Context: an optimization exercise on an open-source flow, tuned for small area. The choices shown serve that exercise and are no tape-out recipe. Function was checked by simulation only, so behaviour that the tests miss may differ from the original. Power and IR drop assume default switching activity.

==> design.v <==
module ram_sp_clr_wmux (
  input  logic [1:0]  scn, ssn, sp,
  input  logic [15:0] dcn, dsn, q,
  output logic [15:0] y
);
  for (genvar b = 0; b < 16; b++) begin : g_b
    assign y[b] = ~(~((scn[b/8] | dcn[b]) & (ssn[b/8] | dsn[b]))
                    | (sp[b/8] & q[b]));
  end
endmodule
module ram_sp_clr_rsel8 (
  input  logic [7:0] s, d,
  output logic       y
);
  assign y = |(s & d);
endmodule
module ram_sp_clr_and3 (
  input  logic a, b, c,
  output logic y
);
  assign y = a & b & c;
endmodule
module ram_sp_clr (
  input  logic        clock,
  input  logic        reset_n,
  input  logic        Write_Enable,
  input  logic [7:0]  write_address,
  input  logic [1:0]  Byte_Enable,
  input  logic [15:0] DATA_WRITE,
  input  logic        Read_Enable,
  input  logic [7:0]  read_address,
  output logic [15:0] DATA_READ,
  output logic        Read_Valid,
  input  logic        Clear_Start,
  output logic        Busy
);
  logic [7:0] cnt;
  always_ff @(posedge clock or negedge reset_n) begin
    if (!reset_n) begin
      Busy <= 1'b1;
      cnt  <= '0;
    end else if (Busy) begin
      cnt <= cnt + 1'b1;
      if (cnt == 8'hff) Busy <= 1'b0;
    end else if (Clear_Start) begin
      Busy <= 1'b1;
    end
  end
  logic [1:0] phase;
  always_ff @(posedge clock or negedge reset_n) begin
    if (!reset_n) phase <= '0;
    else          phase <= phase + 1'b1;
  end
  logic ph, pn;
  assign ph = phase[0];
  assign pn = phase[1];
  logic wr_go, rd_go;
  assign wr_go = Write_Enable & ~Busy;
  assign rd_go = Read_Enable & ~Busy;
  logic c_now;
  assign c_now = wr_go & (write_address[0] ^ ph);
  logic        s1_v;
  logic [6:0]  s1_k;
  logic [1:0]  s1_be;
  logic [15:0] s1_d;
  always_ff @(posedge clock) begin
    s1_v  <= wr_go & ~(write_address[0] ^ ph);
    s1_k  <= write_address[7:1];
    s1_be <= Byte_Enable;
    s1_d  <= DATA_WRITE;
  end
  logic [1:0] c_l, s_l;
  logic       same_ring;
  assign same_ring = (write_address[7:1] == s1_k);
  assign c_l = {2{c_now}} & Byte_Enable;
  assign s_l = {2{s1_v & ~Busy}} & s1_be & ~({2{same_ring}} & c_l);
  logic [15:0] dcn, dsn;
  assign dcn = ~((DATA_WRITE & {16{~Busy}}) ^ {16{pn}});
  assign dsn = ~(s1_d ^ {16{pn}});
  logic [15:0] slot0 [128];
  logic [15:0] slot1 [128];
  for (genvar k = 0; k < 128; k++) begin : g_ring
    logic [1:0]  sc, ss, sp;
    logic [15:0] nxt;
    assign sc = {2{Busy}} | (c_l & {2{write_address[7:1] == k}});
    assign ss = s_l & {2{s1_k == k}};
    assign sp = ~(sc | ss);
    ram_sp_clr_wmux u_wm (
      .scn(~sc), .ssn(~ss), .sp(sp), .dcn(dcn), .dsn(dsn), .q(slot1[k]),
      .y(nxt)
    );
    always_ff @(posedge clock) begin
      slot0[k] <= nxt;
      slot1[k] <= slot0[k];
    end
  end
  logic [15:0]  pre_h;
  logic [7:0]   pre_m;
  logic [1:0]   pre_s;
  logic [255:0] lsel;
  logic [15:0]  loc [256];
  always_comb begin
    pre_h = '0;
    pre_h[read_address[7:4]] = 1'b1;
    pre_m = '0;
    pre_m[read_address[3:1]] = 1'b1;
    pre_s[0] = ~(read_address[0] ^ ph);
    pre_s[1] = read_address[0] ^ ph;
    for (int k = 0; k < 128; k++) begin
      loc[2*k]   = slot0[k];
      loc[2*k+1] = slot1[k];
    end
  end
  for (genvar l = 0; l < 256; l++) begin : g_lsel
    ram_sp_clr_and3 u_ls (
      .a(pre_h[l >> 4]), .b(pre_m[(l >> 1) & 7]), .c(pre_s[l & 1]),
      .y(lsel[l])
    );
  end
  logic [15:0] rd_mem;
  for (genvar b = 0; b < 16; b++) begin : g_rbit
    logic [31:0] u;    
    for (genvar j = 0; j < 32; j++) begin : g_u
      logic [7:0] dj;
      for (genvar i = 0; i < 8; i++) begin : g_i
        assign dj[i] = loc[8*j+i][b];
      end
      ram_sp_clr_rsel8 u_rs (.s(lsel[8*j +: 8]), .d(dj), .y(u[j]));
    end
    assign rd_mem[b] = |u;
  end
  logic [15:0] rd_word;
  logic        rpol;
  assign rpol = pn ^ (read_address[0] & ph);
  always_comb begin
    rd_word = rd_mem ^ {16{rpol}};
    if (s1_v && ({s1_k, ~ph} == read_address)) begin
      if (s1_be[0]) rd_word[7:0]  = s1_d[7:0];
      if (s1_be[1]) rd_word[15:8] = s1_d[15:8];
    end
    if (wr_go && (write_address == read_address)) begin
      if (Byte_Enable[0]) rd_word[7:0]  = DATA_WRITE[7:0];
      if (Byte_Enable[1]) rd_word[15:8] = DATA_WRITE[15:8];
    end
  end
  always_ff @(posedge clock or negedge reset_n) begin
    if (!reset_n) begin
      Read_Valid <= 1'b0;
      DATA_READ  <= '0;
    end else begin
      Read_Valid <= rd_go;
      if (rd_go) DATA_READ <= rd_word;
    end
  end
endmodule
==> flow/run.sh <==
#!/bin/bash
# Standard layout, except that clock tree synthesis inserts no dummy loads.
# The whole ORFS run (synthesis through final DEF) is logged to orfs_flow.log;
# each step's own log stays under orfs/logs/.
set -euo pipefail
bash standard.sh \
  "CTS_ARGS=-sink_clustering_enable -repair_clock_nets -dont_use_dummy_load -buf_list sky130_fd_sc_hd__clkbuf_8 -sink_clustering_size 16 -sink_clustering_max_diameter 60" \
  finish > orfs_flow.log 2>&1
==> standard.sh <==
#!/bin/bash
# synth_recipe.tcl (not shown) runs the flow's synth.tcl, then flattens the netlist and writes it again
# the make line also repeats each setting of config.mk as NAME=value (left out here)
make -C /OpenROAD-flow-scripts/flow DESIGN_CONFIG=/design/flow/config.mk WORK_HOME=/design/flow/orfs CLKGATE_MAP_FILE= SYNTH_SCRIPT=/design/flow/synth_recipe.tcl "${@:-finish}"
==> config.mk <==
export PLATFORM = sky130hd
export DESIGN_NAME = ram_sp_clr
export DESIGN_NICKNAME = ram_sp_clr
export VERILOG_FILES = /design/flow/design.v
export SDC_FILE = /design/flow/constraint.sdc
export NUM_CORES = 4
export LEC_CHECK = 0
export CAP_MARGIN = 20
export CORE_MARGIN = 2
export CORE_UTILIZATION = 40
export CTS_BUF_LIST = sky130_fd_sc_hd__clkbuf_8
export CTS_CLUSTER_DIAMETER = 60
export CTS_CLUSTER_SIZE = 16
export PLACE_DENSITY = 0.5
export SLEW_MARGIN = 20
export SYNTH_HIERARCHICAL = 1
==> constraint.sdc <==
create_clock -name core_clock -period 6.5 [get_ports {clock}]
set_input_delay 1.3000 -clock core_clock [delete_from_list [all_inputs] [get_ports {clock}]]
set_output_delay 1.3000 -clock core_clock [all_outputs]
set_load 0.01 [all_outputs]
==> results of run 1 <==
## critical path, stage by stage
cell and delay [ps]:
clkdlybuf4s50_1 770, inv_1 140, ha_1 430, nor4_1 80, and3_1 500, and3_1 670, a22oi_1 420, nand4_1 270
nor4_2 1030, nand4_1 170, nor2_1 410, xnor2_1 190, nor2_1 60, a211o_1 230
## worst paths after layout
| path | endpoint | cells after the start | start | slack [ps] |
|---|---|---|---|---|
| worst max-delay path | DATA_READ[7] | 14 | read_address[4] | 820 |
| worst min-delay path | slot1[107][3] | 0 | slot0[107][3] | 260 |
| worst max register to register | DATA_READ[6] | 15 | phase[0] | 1750 |
| worst min register to register | slot1[107][3] | 0 | slot0[107][3] | 260 |
| max in group asynchronous | phase[1] | 2 | reset_n | 5580 |
| min in group asynchronous | DATA_READ[11] | 2 | reset_n | 320 |
## stage by stage
| step | utilization, % | cell area (um^2) | setup slack, ps | power [uW] |
|---|---|---|---|---|
| after global placement | 42.7 | 149000 | -472 | 27700 |
| after global routing | 44.2 | 154000 | 753 | 41700 |
| after floorplan | - | 141000 | -305 | 26700 |
| after CTS | 44.2 | 154000 | 1030 | 40800 |
| after detailed placement | 42.8 | 149000 | -174 | 27700 |
| final | 44.2 | 155000 | 822 | 40700 |
## modules after synthesis (local to each module, per instance)
module | flip-flops and latches | area (um^2) | cells | copies in the design
ram_sp_clr | 4150 | 91800 | 5698 | 1
ram_sp_clr_wmux | 0 | 223 | 39 | 128
ram_sp_clr_rsel8 | 0 | 36.3 | 5 | 512
ram_sp_clr_and3 | 0 | 6.26 | 1 | 256
## synth_stat cells (3+ instances only)
| cell | count | share of area (%) |
|---|---|---|
| xnor2_1 | 65 | 0.41 |
| nor2_2 | 15 | 0.067 |
| a211oi_2 | 128 | 1.1 |
| nor3_1 | 10 | 0.036 |
| o22ai_1 | 1920 | 8.5 |
| dfrtp_1 | 27 | 0.48 |
| and2_1 | 8 | 0.036 |
| ha_1 | 9 | 0.080 |
| nand2b_1 | 18 | 0.080 |
| a211o_1 | 10 | 0.062 |
| xor2_1 | 15 | 0.094 |
| nand3_1 | 24 | 0.085 |
| a22oi_1 | 2048 | 11 |
| nor2b_1 | 37 | 0.16 |
| buf_2 | 438 | 1.6 |
| nor4_1 | 133 | 0.59 |
| and3_1 | 258 | 1.1 |
| clkbuf_1 | 218 | 0.58 |
| dfxtp_1 | 4122 | 59 |
| a22o_1 | 9 | 0.056 |
| buf_1 | 3 | 0.0080 |
| nand2_1 | 291 | 0.78 |
| buf_4 | 256 | 1.4 |
| a222oi_1 | 7 | 0.050 |
| a21oi_1 | 2179 | 7.8 |
| nand4_1 | 555 | 2.5 |
| a21boi_0 | 254 | 1.4 |
| inv_1 | 10 | 0.027 |
| nor2_1 | 414 | 1.1 |
## layout by cell type (no fill, tap or decap), types with 36 or more instances in the layout
cell | synthesis | final
a211oi_2 | 128 | 128
a21boi_0 | 254 | 198
a21boi_1 | 2 | 58
a21oi_1 | 2179 | 2178
a22oi_1 | 2048 | 2048
and3_1 | 258 | 258
buf_12 | 0 | 52
buf_4 | 256 | 716
clkbuf_8 | 0 | 361
clkdlybuf4s50_1 | 0 | 55
dfxtp_1 | 4122 | 4122
diode_2 | 0 | 36
nand2_1 | 291 | 291
nand4_1 | 555 | 555
nor2_1 | 414 | 375
nor2_2 | 15 | 41
nor2b_1 | 37 | 36
nor4_1 | 133 | 65
nor4_2 | 0 | 62
o22ai_1 | 1920 | 1920
## power groups by stage
| stage | clock network, uW | logic [uW] | registers [uW] |
|---|---|---|---|
| floorplan | 0 | 562 | 26100 |
| global placement | 0 | 1490 | 26200 |
| detailed placement | 0 | 1500 | 26200 |
| global route | 14600 | 1550 | 25600 |
| finish | 13500 | 1580 | 25600 |
| CTS | 13700 | 1500 | 25600 |
## cells by family after synthesis
kind of cell	Yosys count	synth area share, %
compound gates	6566	30.0
flops	4150	59.2
simple gates	1771	6.61
buf+inv	926	3.55
xor+xnor	81	0.510
fa+ha+maj	9	0.0801
mux	3	0.0232
## routing by layer
layer	wire [um]	vias up	part of all wire (%)
li1	-	53180	-
met1	262000	63203	39
met2	284000	8136	42
met3	75000	1899	11
met4	51700	40	7.7
met5	305	-	0.045
## flip-flops by register name, indices dropped and copies added, names as in the netlist
register,count
slot0,2048
slot1,2048
DATA_READ,16
s1_d,16
cnt,8
s1_k,7
phase,2
s1_be,2
Busy,1
Read_Valid,1
s1_v,1
## layout make-up
type                       count  area [um^2]  area share (%)
antenna                       36         90.1          0.0583
clock buffer                 361         4970            3.22
inverter                      11         43.8          0.0283
multi-input combinational   8430        53400            34.5
sequential                  4150        83200            53.9
tap                         4599         5750            3.72
timing repair buffer         840         7090            4.59
==> flow_metrics.env, run 1 <==
export IMPL_via_count=126458
export IMPL_clkTransAtPathRegs_ps=110
export IMPL_antenna_found_initial=39
export IMPL_io_buffer_count=56
export IMPL_crit_type="in2reg"
export IMPL_cts_sinks=4150
export IMPL_clk_latency_ps=1140
export IMPL_synth_cells=13506
export IMPL_ir_drop_v=0.000163
export IMPL_use_met1_pct=45.7
export IMPL_first_pass_iters=7
export IMPL_vias_per_cell=6.86
export IMPL_status="finished clean"
export IMPL_cp_data_required_time_ps=7530
export IMPL_finalClockSkew_ps=101
export IMPL_ant_nets=0
export IMPL_post_cts_buffers=0
export IMPL_crit_arrival_ps=6710
export IMPL_area_delta_synth_final_pct=9.99
export IMPL_start_util_pct=40.2
export IMPL_finalNetCount=13842
export IMPL_grt_pass1_vias=123600
export IMPL_tightestPinTransition_ps=1220
export IMPL_layout_cells_non_filler=18427
export IMPL_grt_use_met3_pct=10.3
export IMPL_synth_area_um2=141000
export IMPL_wl_um=673000
export IMPL_fin_crit_sh_pct=87.4
export IMPL_rsz0062_at_grt="false"
export IMPL_maxCapViolCount=0
export IMPL_cts_inserted_buffers=361
export IMPL_worstSetupEndpointType="register"
export IMPL_grt_pass1_wl_um=933000
export IMPL_cts_resized=0
export IMPL_hold_viol_final=0
export IMPL_num_rows=217
export IMPL_ys_seq_elements=4150
export IMPL_ys_flop_type="dfxtp_1"
export IMPL_synth_edf_count=0
export IMPL_clk_path_buf_depth=4
export IMPL_overflow=0
export IMPL_gp_congestion=0.965
export IMPL_syn_area_per_cell_um2=10.4
export IMPL_drive_above_1_share_pct=10.5
export IMPL_syn_nets=13554
export IMPL_drc=0
export IMPL_ys_warn_count=13
export IMPL_p_sw_uw=9860
export IMPL_synth_distinct_cells=49
export IMPL_setup_tns_ps=0
export IMPL_cts_htree_levels=5
export IMPL_async_flop_share_pct=0.675
export IMPL_cts_tree="done"
export IMPL_period_minus_slack_ps=5680
export IMPL_finalSetupViolCount=0
export IMPL_relSlewSlack_pct=18.2
export IMPL_grt_util_met2_pct=53.2
export IMPL_timing_hold_ws_ps=257
export IMPL_grt_most_used_layer="met2"
export IMPL_die_w_um=597
export IMPL_hold_buffers=0
export IMPL_p_per_area_nw_per_um2=263
export IMPL_cts_root_buf="clkbuf_8"
export IMPL_grtUsageTotal_pct=36.1
export IMPL_power_frac_clock_pct=33.2
export IMPL_dpl_cell_count=18023
export IMPL_fmax_mhz=176
export IMPL_ys_seq_area_share_pct=59.2
export IMPL_seqPwrFrac_pct=62.9
export IMPL_startpoint_type="primary input"
export IMPL_fp_dieArea_um2=356000
export IMPL_drt_iter0_drc=16595
export IMPL_power_frac_comb_pct=3.9
export IMPL_ioPinCount=57
export IMPL_p_leak_uw=0.0562
export IMPL_fillers=32644
export IMPL_crit_fanout=16
export IMPL_p_int_uw=30800
export IMPL_hpwl_um=444000
export IMPL_fp_coreArea_um2=349000
export IMPL_power_share_switching_pct=24.2
export IMPL_maxSlewViolCount=0
export IMPL_grt_start_max_net_pins=111
export IMPL_holdCritPathClass="reg2reg"
export IMPL_fp_dieH_um=597
export IMPL_wl_per_cell_um=36.5
==> run 2, diff against run 1 <==
--- a/design.v
+++ b/design.v
@@ -14,4 +14,10 @@
 );
   assign y = |(s & d);
+endmodule
+module ram_sp_clr_nand3 (
+  input  logic a, b, c,
+  output logic y
+);
+  assign y = ~(a & b & c);
 endmodule
 module ram_sp_clr_and3 (
@@ -75,4 +81,20 @@
   assign c_l = {2{c_now}} & Byte_Enable;
   assign s_l = {2{s1_v & ~Busy}} & s1_be & ~({2{same_ring}} & c_l);
+  logic [15:0] wc_h, ws_h;
+  logic [7:0]  wc_m, ws_m;
+  logic [1:0]  wc_l;
+  always_comb begin
+    wc_h = '0;
+    wc_h[write_address[7:4]] = 1'b1;
+    wc_h = wc_h | {16{Busy}};
+    wc_m = '0;
+    wc_m[write_address[3:1]] = 1'b1;
+    wc_m = wc_m | {8{Busy}};
+    wc_l = c_l | {2{Busy}};
+    ws_h = '0;
+    ws_h[s1_k[6:3]] = 1'b1;
+    ws_m = '0;
+    ws_m[s1_k[2:0]] = 1'b1;
+  end
   logic [15:0] dcn, dsn;
   assign dcn = ~((DATA_WRITE & {16{~Busy}}) ^ {16{pn}});
@@ -81,11 +103,17 @@
   logic [15:0] slot1 [128];
   for (genvar k = 0; k < 128; k++) begin : g_ring
-    logic [1:0]  sc, ss, sp;
+    logic [1:0]  scn, ssn, sp;
     logic [15:0] nxt;
-    assign sc = {2{Busy}} | (c_l & {2{write_address[7:1] == k}});
-    assign ss = s_l & {2{s1_k == k}};
-    assign sp = ~(sc | ss);
+    for (genvar l = 0; l < 2; l++) begin : g_l
+      ram_sp_clr_nand3 u_sc (
+        .a(wc_h[k >> 3]), .b(wc_m[k & 7]), .c(wc_l[l]), .y(scn[l])
+      );
+      ram_sp_clr_nand3 u_ss (
+        .a(ws_h[k >> 3]), .b(ws_m[k & 7]), .c(s_l[l]), .y(ssn[l])
+      );
+    end
+    assign sp = scn & ssn;
     ram_sp_clr_wmux u_wm (
-      .scn(~sc), .ssn(~ss), .sp(sp), .dcn(dcn), .dsn(dsn), .q(slot1[k]),
+      .scn(scn), .ssn(ssn), .sp(sp), .dcn(dcn), .dsn(dsn), .q(slot1[k]),
       .y(nxt)
     );
--- a/config.mk
+++ b/config.mk
@@ -8,9 +8,9 @@
 export CAP_MARGIN = 20
 export CORE_MARGIN = 2
-export CORE_UTILIZATION = 40
+export CORE_UTILIZATION = 45
 export CTS_BUF_LIST = sky130_fd_sc_hd__clkbuf_8
 export CTS_CLUSTER_DIAMETER = 60
 export CTS_CLUSTER_SIZE = 16
-export PLACE_DENSITY = 0.5
+export PLACE_DENSITY = 0.58
 export SLEW_MARGIN = 20
 export SYNTH_HIERARCHICAL = 1
==> flow_metrics.env, run 2 <==
export IMPL_tightestPinTransition_ps=1240
export IMPL_critPathBufInv=5
export IMPL_ys_top_cells_by_count="dfxtp_1 (4122), a22oi_1 (2048), a21oi_1 (1928)"
export IMPL_cts_root_buf="clkbuf_8"
export IMPL_synth_area_um2=140000
export IMPL_clk_path_buf_depth=4
export IMPL_antenna_found_initial=45
export IMPL_synth_distinct_cells=52
export IMPL_via_count=125723
export IMPL_post_cts_buffers=0
export IMPL_layout_commonest_cell="dfxtp_1"
export IMPL_drc=0
export IMPL_crit_arrival_ps=7080
export IMPL_syn_area_per_cell_um2=10.5
export IMPL_finalSetupViolCount=0
export IMPL_holdCritPathClass="reg2reg"
export IMPL_hold_viol_final=0
export IMPL_cts_inserted_buffers=330
export IMPL_multi_input_area_um2=53000
export IMPL_overflow=0
export IMPL_final_util_pct=49.0
export IMPL_clk_latency_ps=1180
export IMPL_drt_iter0_drc=18962
export IMPL_p_per_area_nw_per_um2=264
export IMPL_fp_dieH_um=562
export IMPL_critical_path_slowest_cell="nor4_1"
export IMPL_grt_pass1_wl_um=872000
export IMPL_crit_fanout=16
export IMPL_largestRegisters="slot0 (2048), slot1 (2048)"
export IMPL_ys_seq_elements=4150
export IMPL_dp_worst_setup_slack_ps=-412
export IMPL_hold_buffers=0
export IMPL_synth_top_area_share_pct=59.0
export IMPL_async_flop_share_pct=0.675
export IMPL_worst_slack_ps=454
export IMPL_worstSetupEndpointType="register"
export IMPL_wl_per_cell_um=35.0
export IMPL_netlist_top_cell_by_area="dfxtp_1"
export IMPL_p_leak_uw=0.0561
export IMPL_cts_resized=0
export IMPL_die_w_um=562
export IMPL_fin_crit_sh_pct=93.0
export IMPL_cts_htree_levels=5
export IMPL_io_buffer_count=56
export IMPL_syn_nets=13386
export IMPL_ys_warn_count=13
export IMPL_ioPinCount=57
export IMPL_setup_tns_ps=0
export IMPL_area_delta_synth_final_pct=8.20
export IMPL_synth_area_leaders="dfxtp_1 (59%), a22oi_1 (11%), o22ai_1 (8.6%), a21oi_1 (6.9%), nand4_1 (2.5%)"
export IMPL_start_util_pct=45.3
export IMPL_grt_pass1_vias=122080
export IMPL_status="finished clean"
export IMPL_synth_most_common_cell="dfxtp_1"
export IMPL_critical_path_top_delay_family="simple AND/OR/NAND/NOR gates"
export IMPL_synth_cells=13323
export IMPL_ys_seq_area_share_pct=59.5
export IMPL_crit_chain="clkdlybuf4s50_1, buf_4, nor2_1, nor3_1, a21o_1, nand2_1, o31a_1, nor3_2, buf_4, and3_1, buf_4, buf_4, a22oi_1, nand4_1, nor4_1, nand4_1, nor2_1, xnor2_1, nor2_1, a211o_1"
export IMPL_grtUsageTotal_pct=37.3
export IMPL_clkTransAtPathRegs_ps=100
export IMPL_finalNetCount=13544
export IMPL_crit_type="in2reg"
export IMPL_maxSlewViolCount=0
export IMPL_fmax_mhz=165
export IMPL_fp_dieArea_um2=315000
export IMPL_p_total_uw=40000
export IMPL_final_cell_mix="dfxtp_1 (4122), a22oi_1 (2048), a21oi_1 (1927)"
export IMPL_period_minus_slack_ps=6050
export IMPL_maxCapViolCount=0
export IMPL_num_rows=204
export IMPL_cpPeakStageDelay_ps=940
export IMPL_grt_start_max_net_pins=109
export IMPL_cp_data_required_time_ps=7530
export IMPL_fillers=28204
export IMPL_vias_per_cell=7.14
export IMPL_ant_nets=0
export IMPL_crit_top_cell="buf_4"
export IMPL_wl_um=617000
export IMPL_cts_sinks=4150
export IMPL_cts_tree="done"
export IMPL_ir_drop_v=0.000176
export IMPL_gp_congestion=0.977
export IMPL_synth_edf_count=0
export IMPL_relSlewSlack_pct=16.9
export IMPL_drive_above_1_share_pct=8.38
export IMPL_finalClockSkew_ps=170
export IMPL_ff_latch_area_um2=83200
export IMPL_startpoint_type="primary input"
export IMPL_hpwl_um=389000
export IMPL_fp_coreArea_um2=309000
export IMPL_rsz0062_at_grt="false"
export IMPL_ys_flop_type="dfxtp_1"
export IMPL_first_pass_iters=7
## run 2: cell count changes after synthesis, moves of 8 or more
cell	delta
nand2b_1	-11
nor2_1	-108
ha_1	+15
nand3_1	+497
nor2_2	-15
and2_1	+271
inv_1	+8
nand2_1	-239
clkbuf_1	-84
a21oi_1	-251
buf_2	-39
a21boi_0	-254
## run 2: worst register-to-register path: cells and delay by family (launching register included)
kind	cells	cell delay (ps)
simple gates	6	2670
buf+inv	4	860
flops	1	470
xor+xnor	1	150
fa+ha+maj	1	350
compound gates	2	510
## run 2: metrics by stage
step / instances / cell area [um^2] / hold slack (ps)
after global placement: 17262 / 147000 / 332
after detailed placement: 17266 / 147000 / 336
after CTS: 17596 / 151000 / 226
after floorplan: 13323 / 140000 / 331
final: 17619 / 151000 / 240
after global routing: 17608 / 151000 / 239
## run 2: layout make-up
type / count / share of cell area (%)
flip-flops and latches: 4150 / 55.0
multi-input cells: 8358 / 35.0
repair buffers: 621 / 3.57
well taps: 4120 / 3.40
clock buffers: 330 / 3.00
inverters: 20 / 0.0512
diodes: 20 / 0.0331
## run 2: Yosys stat by module (local to each module, per instance)
module / area (um^2) / copies in the design / cells inside
ram_sp_clr: 88700 / 1 / 5003
ram_sp_clr_wmux: 223 / 128 / 39
ram_sp_clr_rsel8: 36.3 / 512 / 5
ram_sp_clr_and3: 6.26 / 256 / 1
ram_sp_clr_nand3: 5.00 / 512 / 1
## run 2: routing by layer
layer	vias up	wire (um)	GRT usage [%]
met4	42	53000	27.1
li1	52546	-	-
met3	2289	74900	9.98
met5	-	424	0.256
met2	9258	257000	54.4
met1	61588	232000	47.6
## run 2: worst paths after layout
| kind | start | endpoint | slack, ps | cells after the start |
|---|---|---|---|---|
| max | read_address[4] | DATA_READ[0] | 450 | 20 |
| min | slot0[95][3] | slot1[95][3] | 240 | 0 |
| max reg2reg | phase[0] | DATA_READ[0] | 1360 | 14 |
| min reg2reg | slot0[95][3] | slot1[95][3] | 240 | 0 |
| max in group asynchronous | reset_n | DATA_READ[11] | 5530 | 1 |
| min in group asynchronous | reset_n | DATA_READ[8] | 260 | 1 |
## run 2: power by group
part	switching, uW	internal [uW]	total (uW)	leakage [uW]
Sequential	151	25500	25700	0.0360
Combinational	1140	367	1510	0.0178
Clock	8300	4550	12800	0.00237
## run 2: cells by family after synthesis
| group | after synthesis | synth area share, % |
|---|---|---|
| xor gates and xnor gates | 82 | 0.519 |
| and+or+nand+nor | 2164 | 8.57 |
| DFF | 4150 | 59.5 |
| AOI/OAI and AO/OA | 6085 | 28.0 |
| buffers and inverters | 815 | 3.24 |
| adders and majority gates | 24 | 0.215 |
| muxes | 3 | 0.0224 |
==> run 3, diff against run 2 <==
--- a/config.mk
+++ b/config.mk
@@ -8,9 +8,9 @@
 export CAP_MARGIN = 20
 export CORE_MARGIN = 2
-export CORE_UTILIZATION = 45
+export CORE_UTILIZATION = 40
 export CTS_BUF_LIST = sky130_fd_sc_hd__clkbuf_8
 export CTS_CLUSTER_DIAMETER = 60
 export CTS_CLUSTER_SIZE = 16
-export PLACE_DENSITY = 0.58
+export PLACE_DENSITY = 0.5
 export SLEW_MARGIN = 20
 export SYNTH_HIERARCHICAL = 1
==> flow_metrics.env, run 3 <==
export IMPL_fillers=32965
export IMPL_largestRegisters="slot0 (2048), slot1 (2048)"
export IMPL_cts_tree="done"
export IMPL_fmax_mhz=166
export IMPL_period_minus_slack_ps=6020
export IMPL_ioPinCount=57
export IMPL_clk_path_buf_depth=4
export IMPL_vias_per_cell=6.92
export IMPL_fp_coreArea_um2=349000
export IMPL_antenna_found_initial=54
export IMPL_ys_seq_elements=4150
export IMPL_hpwl_um=401000
export IMPL_crit_type="in2reg"
export IMPL_fp_dieArea_um2=355000
export IMPL_cp_data_required_time_ps=7490
export IMPL_fin_crit_sh_pct=92.6
export IMPL_fp_dieH_um=595
export IMPL_wl_per_cell_um=34.8
export IMPL_first_pass_iters=7
export IMPL_synth_edf_count=0
export IMPL_crit_arrival_ps=7010
export IMPL_clk_latency_ps=1190
export IMPL_grt_pass1_wl_um=890000
export IMPL_hold_viol_final=0
export IMPL_grt_pass1_vias=122645
export IMPL_worstHoldPathCells=0
export IMPL_ys_flop_type="dfxtp_1"
export IMPL_multi_input_area_um2=52900
export IMPL_status="finished clean"
export IMPL_finalNetCount=13588
export IMPL_area_delta_synth_final_pct=9.03
export IMPL_wl_um=632000
export IMPL_hold_buffers=0
export IMPL_layout_commonest_cell="dfxtp_1"
export IMPL_setup_tns_ps=0
export IMPL_maxCapViolCount=0
export IMPL_via_count=125664
export IMPL_gp_congestion=0.941
export IMPL_p_leak_uw=0.0565
export IMPL_p_total_uw=40500
export IMPL_ff_latch_area_um2=83200
export IMPL_post_cts_buffers=0
export IMPL_worstRegToRegCells=14
export IMPL_syn_nets=13386
export IMPL_relSlewSlack_pct=20.7
export IMPL_synth_top_area_share_pct=59.0
export IMPL_synth_area_leaders="dfxtp_1 (59%), a22oi_1 (11%), o22ai_1 (8.6%), a21oi_1 (6.9%), nand4_1 (2.5%)"
export IMPL_ir_drop_v=0.000164
export IMPL_ys_top_cells_by_count="dfxtp_1 (4122), a22oi_1 (2048), a21oi_1 (1928)"
export IMPL_ant_nets=0
export IMPL_tightestPinTransition_ps=1190
export IMPL_netlist_top_cell_by_area="dfxtp_1"
export IMPL_num_rows=217
export IMPL_ys_seq_area_share_pct=59.5
export IMPL_synth_most_common_cell="dfxtp_1"
export IMPL_ys_warn_count=13
export IMPL_worstSetupEndpointType="register"
export IMPL_final_util_pct=43.7
export IMPL_synth_cells=13323
export IMPL_clkTransAtPathRegs_ps=100
export IMPL_maxSlewViolCount=0
export IMPL_final_cell_mix="dfxtp_1 (4122), a22oi_1 (2048), a21oi_1 (1927)"
export IMPL_overflow=0
export IMPL_startpoint_type="primary input"
export IMPL_drc=0
export IMPL_finalSetupViolCount=0
export IMPL_crit_fanout=16
export IMPL_holdCritPathClass="reg2reg"
export IMPL_cts_resized=0
export IMPL_cts_inserted_buffers=348
export IMPL_die_w_um=595
export IMPL_drive_above_1_share_pct=8.72
export IMPL_cts_root_buf="clkbuf_8"
export IMPL_drt_iter0_drc=17767
export IMPL_async_flop_share_pct=0.675
export IMPL_start_util_pct=40.1
export IMPL_cts_htree_levels=5
export IMPL_cts_sinks=4150
export IMPL_synth_area_um2=140000
export IMPL_grtUsageTotal_pct=34.0
export IMPL_synth_distinct_cells=52
export IMPL_syn_area_per_cell_um2=10.5
export IMPL_io_buffer_count=56
export IMPL_p_per_area_nw_per_um2=265
export IMPL_grt_start_max_net_pins=109
export IMPL_finalClockSkew_ps=113
export IMPL_rsz0062_at_grt="false"
-- run 3: worst paths after layout --
check | start | endpoint | slack, ps
setup reg to reg | phase[0] | DATA_READ[0] | 1310
min in group asynchronous | reset_n | cnt[4] | 320
hold reg to reg | slot0[32][3] | slot1[32][3] | 280
setup / recovery | read_address[4] | DATA_READ[0] | 480
max in group asynchronous | reset_n | phase[1] | 5430
hold / removal | slot0[32][3] | slot1[32][3] | 280
-- run 3: modules after synthesis (local to each module, per instance) --
| module | cells inside | cell area, um^2 |
|---|---|---|
| ram_sp_clr_rsel8 | 5 | 36.3 |
| ram_sp_clr_wmux | 39 | 223 |
| ram_sp_clr | 5003 | 88700 |
| ram_sp_clr_and3 | 1 | 6.26 |
| ram_sp_clr_nand3 | 1 | 5.00 |
-- run 3: worst max-delay path: stages --
cell and delay [ps]:
clkdlybuf4s50_1 570, buf_4 270, nor2_1 250, nor3_1 80, a21o_1 190, nand2_1 80
o31a_1 430, nor2b_1 150, buf_12 180, and3_1 340, buf_4 240, a22oi_1 170
nand4_1 430, nor4_1 880, buf_4 290, nand4_1 240, buf_4 270, nor2_1 140
xnor2_1 140, nor2_1 60, a211o_1 270
-- run 3: through the flow --
step | std cells | setup WS [ps] | area [um^2] | hold WS [ps]
finish | 18152 | 484 | 153000 | 283
floorplan | 13323 | -290 | 140000 | 331
global route | 18129 | 500 | 153000 | 285
CTS | 18120 | 722 | 152000 | 273
detailed placement | 17772 | -453 | 148000 | 336
global placement | 17772 | -538 | 148000 | 332
-- run 3: where the power goes --
| part | total (uW) | switching [uW] | internal [uW] |
|---|---|---|---|
| Sequential | 25600 | 126 | 25500 |
| Clock | 13300 | 8520 | 4780 |
| Combinational | 1540 | 1150 | 391 |
| Total | 40500 | 9790 | 30700 |
-- run 3: layer usage --
metal	share of wire [%]	global-route usage, %	up-vias	wire length (um)
li1	-	-	52623	-
met2	42	49.6	8749	265000
met3	12	8.43	1808	72700
met4	6.6	20.2	32	41500
met5	0.032	0	-	202
met1	40	45.2	62452	252000
-- run 3: final cells by class --
cell class                 count  share of cell area (%)
timing repair buffer         647                    3.75
multi-input combinational   8358                    34.7
tap                         4599                    3.77
inverter                      20                  0.0508
sequential                  4150                    54.5
clock buffer                 348                    3.14
antenna                       30                  0.0492
-- run 3: kinds of logic (layout without fill, tap and decap cells) --
group / after synthesis / after routing / share of synthesized area, %
AOI/OAI and AO/OA: 6085 / 6085 / 28.0
xor gates and xnor gates: 82 / 82 / 0.519
and+or+nand+nor: 2164 / 2164 / 8.57
buffers and inverters: 815 / 1015 / 3.24
muxes: 3 / 3 / 0.0224
DFF: 4150 / 4150 / 59.5
other: 0 / 30 / 0
adders and majority gates: 24 / 24 / 0.215
==> run 4, diff against run 3 <==
--- a/config.mk
+++ b/config.mk
@@ -8,9 +8,9 @@
 export CAP_MARGIN = 20
 export CORE_MARGIN = 2
-export CORE_UTILIZATION = 40
+export CORE_UTILIZATION = 48
 export CTS_BUF_LIST = sky130_fd_sc_hd__clkbuf_8
 export CTS_CLUSTER_DIAMETER = 60
 export CTS_CLUSTER_SIZE = 16
-export PLACE_DENSITY = 0.5
+export PLACE_DENSITY = 0.62
 export SLEW_MARGIN = 20
 export SYNTH_HIERARCHICAL = 1
==> flow_metrics.env, run 4 <==
export IMPL_status="finished clean"
export IMPL_clk_latency_ps=1140
export IMPL_crit_fanout=16
export IMPL_relSlewSlack_pct=17.5
export IMPL_startpoint_type="primary input"
export IMPL_wl_per_cell_um=33.9
export IMPL_layout_cells_non_filler=17447
export IMPL_start_util_pct=48.2
export IMPL_ys_seq_area_share_pct=59.5
export IMPL_io_buffer_count=56
export IMPL_p_total_uw=39600
export IMPL_async_flop_share_pct=0.675
export IMPL_via_count=125864
export IMPL_grt_util_met2_pct=55.1
export IMPL_gp_congestion=1.02
export IMPL_p_leak_uw=0.0563
export IMPL_largestRegisters="slot0 (2048), slot1 (2048)"
export IMPL_ioPinCount=57
export IMPL_worstSetupEndpointType="register"
export IMPL_clkTransAtPathRegs_ps=100
export IMPL_cts_inserted_buffers=314
export IMPL_cts_resized=0
export IMPL_maxCapViolCount=0
export IMPL_crit_type="in2reg"
export IMPL_worst_slack_ps=316
export IMPL_num_rows=198
export IMPL_grt_start_max_net_pins=129
export IMPL_vias_per_cell=7.21
export IMPL_synth_top_area_share_pct=59.0
export IMPL_cts_root_buf="clkbuf_8"
export IMPL_maxSlewViolCount=0
export IMPL_use_met1_pct=48.5
export IMPL_grt_most_used_layer="met2"
export IMPL_final_util_pct=52.0
export IMPL_p_per_area_nw_per_um2=262
export IMPL_antenna_found_initial=44
export IMPL_tightestPinTransition_ps=1230
export IMPL_post_cts_buffers=0
export IMPL_cts_sinks=4150
export IMPL_setup_tns_ps=0
export IMPL_ant_nets=0
export IMPL_ir_drop_v=0.000183
export IMPL_clk_path_buf_depth=4
export IMPL_hold_buffers=0
export IMPL_ys_flop_type="dfxtp_1"
export IMPL_synth_area_um2=140000
export IMPL_overflow=0
export IMPL_fp_dieH_um=544
export IMPL_wl_um=592000
export IMPL_ys_top_cells_by_count="dfxtp_1 (4122), a22oi_1 (2048), a21oi_1 (1928)"
export IMPL_synth_distinct_cells=52
export IMPL_period_minus_slack_ps=6180
export IMPL_first_pass_iters=9
export IMPL_rsz0062_at_grt="false"
export IMPL_finalSetupViolCount=0
export IMPL_dpl_cell_count=17107
export IMPL_grtUsageTotal_pct=38.3
export IMPL_dp_worst_setup_slack_ps=-417
export IMPL_fp_dieArea_um2=296000
export IMPL_synth_edf_count=0
export IMPL_fin_crit_sh_pct=95.1
export IMPL_drc=0
export IMPL_fmax_mhz=162
export IMPL_grt_pass1_vias=122058
export IMPL_area_delta_synth_final_pct=8.05
export IMPL_layout_commonest_cell="dfxtp_1"
export IMPL_synth_most_common_cell="dfxtp_1"
export IMPL_grt_pass1_wl_um=843000
export IMPL_ys_seq_elements=4150
export IMPL_hpwl_um=372000
export IMPL_finalNetCount=13588
export IMPL_drt_iter0_drc=18769
export IMPL_hold_viol_final=0
export IMPL_drive_above_1_share_pct=8.65
export IMPL_syn_area_per_cell_um2=10.5
export IMPL_ys_warn_count=13
export IMPL_cts_tree="done"
export IMPL_synth_cells=13323
export IMPL_cts_htree_levels=5
export IMPL_grt_use_met3_pct=12.1
export IMPL_syn_nets=13386
export IMPL_final_cell_mix="dfxtp_1 (4122), a22oi_1 (2048), a21oi_1 (1927)"
export IMPL_synth_area_leaders="dfxtp_1 (59%), a22oi_1 (11%), o22ai_1 (8.6%), a21oi_1 (6.9%), nand4_1 (2.5%)"
export IMPL_holdCritPathClass="reg2reg"
export IMPL_die_w_um=544
export IMPL_netlist_top_cell_by_area="dfxtp_1"
export IMPL_finalClockSkew_ps=143
export IMPL_fp_coreArea_um2=291000
export IMPL_cp_data_required_time_ps=7470
export IMPL_crit_arrival_ps=7160
==> run 4: cells by family after synthesis <==
family,after synthesis,synth area share [%]
XOR/XNOR,82,0.519
flip-flops,4150,59.5
adder cells (fa/ha/maj),24,0.215
multiplexers,3,0.0224
buffers and inverters,815,3.24
AO/OA/AOI/OAI,6085,28.0
AND/OR/NAND/NOR,2164,8.57
==> run 4: final timing paths <==
path	endpoint	cells past startpoint	slack, ps	startpoint
worst max-delay path	DATA_READ[11]	18	320	read_address[4]
worst min-delay path	slot1[18][12]	0	270	slot0[18][12]
worst max register to register	DATA_READ[9]	13	1140	phase[0]
worst min register to register	slot1[18][12]	0	270	slot0[18][12]
max in group asynchronous	phase[1]	1	5480	reset_n
min in group asynchronous	DATA_READ[14]	1	320	reset_n
==> run 4: power by group <==
group          total [uW]  leakage (uW)  internal, uW  switching, uW
Combinational        1470        0.0181           371           1100
Clock               12500       0.00226          4340           8180
Sequential          25700        0.0360         25500            145
Total               39600        0.0563         30200           9420
==> run 4: modules after synthesis, one instance, submodules excluded <==
| module | area [um^2] | flops+latches | times used |
|---|---|---|---|
| ram_sp_clr_nand3 | 5.00 | 0 | 512 |
| ram_sp_clr_wmux | 223 | 0 | 128 |
| ram_sp_clr | 88700 | 4150 | 1 |
| ram_sp_clr_and3 | 6.26 | 0 | 256 |
| ram_sp_clr_rsel8 | 36.3 | 0 | 512 |
==> run 4: layer usage <==
layer / wire length [um] / up-vias / share of wire, %
li1: - / 52650 / -
met1: 219000 / 61435 / 37
met2: 245000 / 9562 / 41
met3: 80100 / 2185 / 14
met4: 47500 / 32 / 8.0
met5: 221 / - / 0.037
==> run 4: critical path, cell delays in order <==
cell	delay (ps)
clkdlybuf4s50_1	690
inv_1	140
ha_1	280
nand2b_1	190
o21a_1	160
o22ai_1	90
buf_4	160
and2_1	520
and3_1	700
a22oi_1	370
nand4_1	430
nor4_1	730
buf_4	280
nand4_1	330
nor2_1	270
xnor2_1	140
nor2_1	60
a211o_1	270
==> run 4: stage by stage <==
stage / instance area [um^2] / hold slack, ps
final: 151000 / 270
after global placement: 147000 / 332
after floorplan: 140000 / 331
after global routing: 151000 / 283
after detailed placement: 147000 / 336
after CTS: 151000 / 273
==> run 4: area by class of cell <==
cell class	instances	area [um^2]
tap	3900	4880
inverter	20	77.6
timing repair buffer	681	5770
fill	25983	139000
multi-input combinational	8358	52900
clock buffer	314	4320
antenna	24	60.1
sequential	4150	83200

[port drivers added, routing unchanged]
In the flow no input, the clock included, has a driving cell. The finished layouts below were timed again as built, in two steps.
Step 1 assumes that a clkbuf_16 drives the clock port and a buf_2 every other input.
Step 2, shift: input delay + t, output delay - t, t = (earliest + latest rising clock arrival at the registers) / 2. This alone moves slack from input paths to output paths.
Three values: ideal ports, drivers, drivers and shift; two values: the first two.
run	t (ns)	slack for setup (ns)	worst hold slack (ns)
run 1	1.220	0.822 / 0.836 / -0.384	0.257 / 0.231 / 0.257
run 2	1.215	0.454 / 0.537 / -0.678	0.240 / 0.240 / 0.240
run 3	1.225	0.484 / 0.566 / -0.660	0.283 / 0.240 / 0.283
run 4	1.176	0.316 / 0.396 / -0.780	0.270 / 0.270 / 0.270
Met with ideal ports but missed after step 2: setup timing in every run listed. For run 1, which loses most, drivers alone change the setup slack by +0.014 ns; drivers and shift together by -1.206 ns.
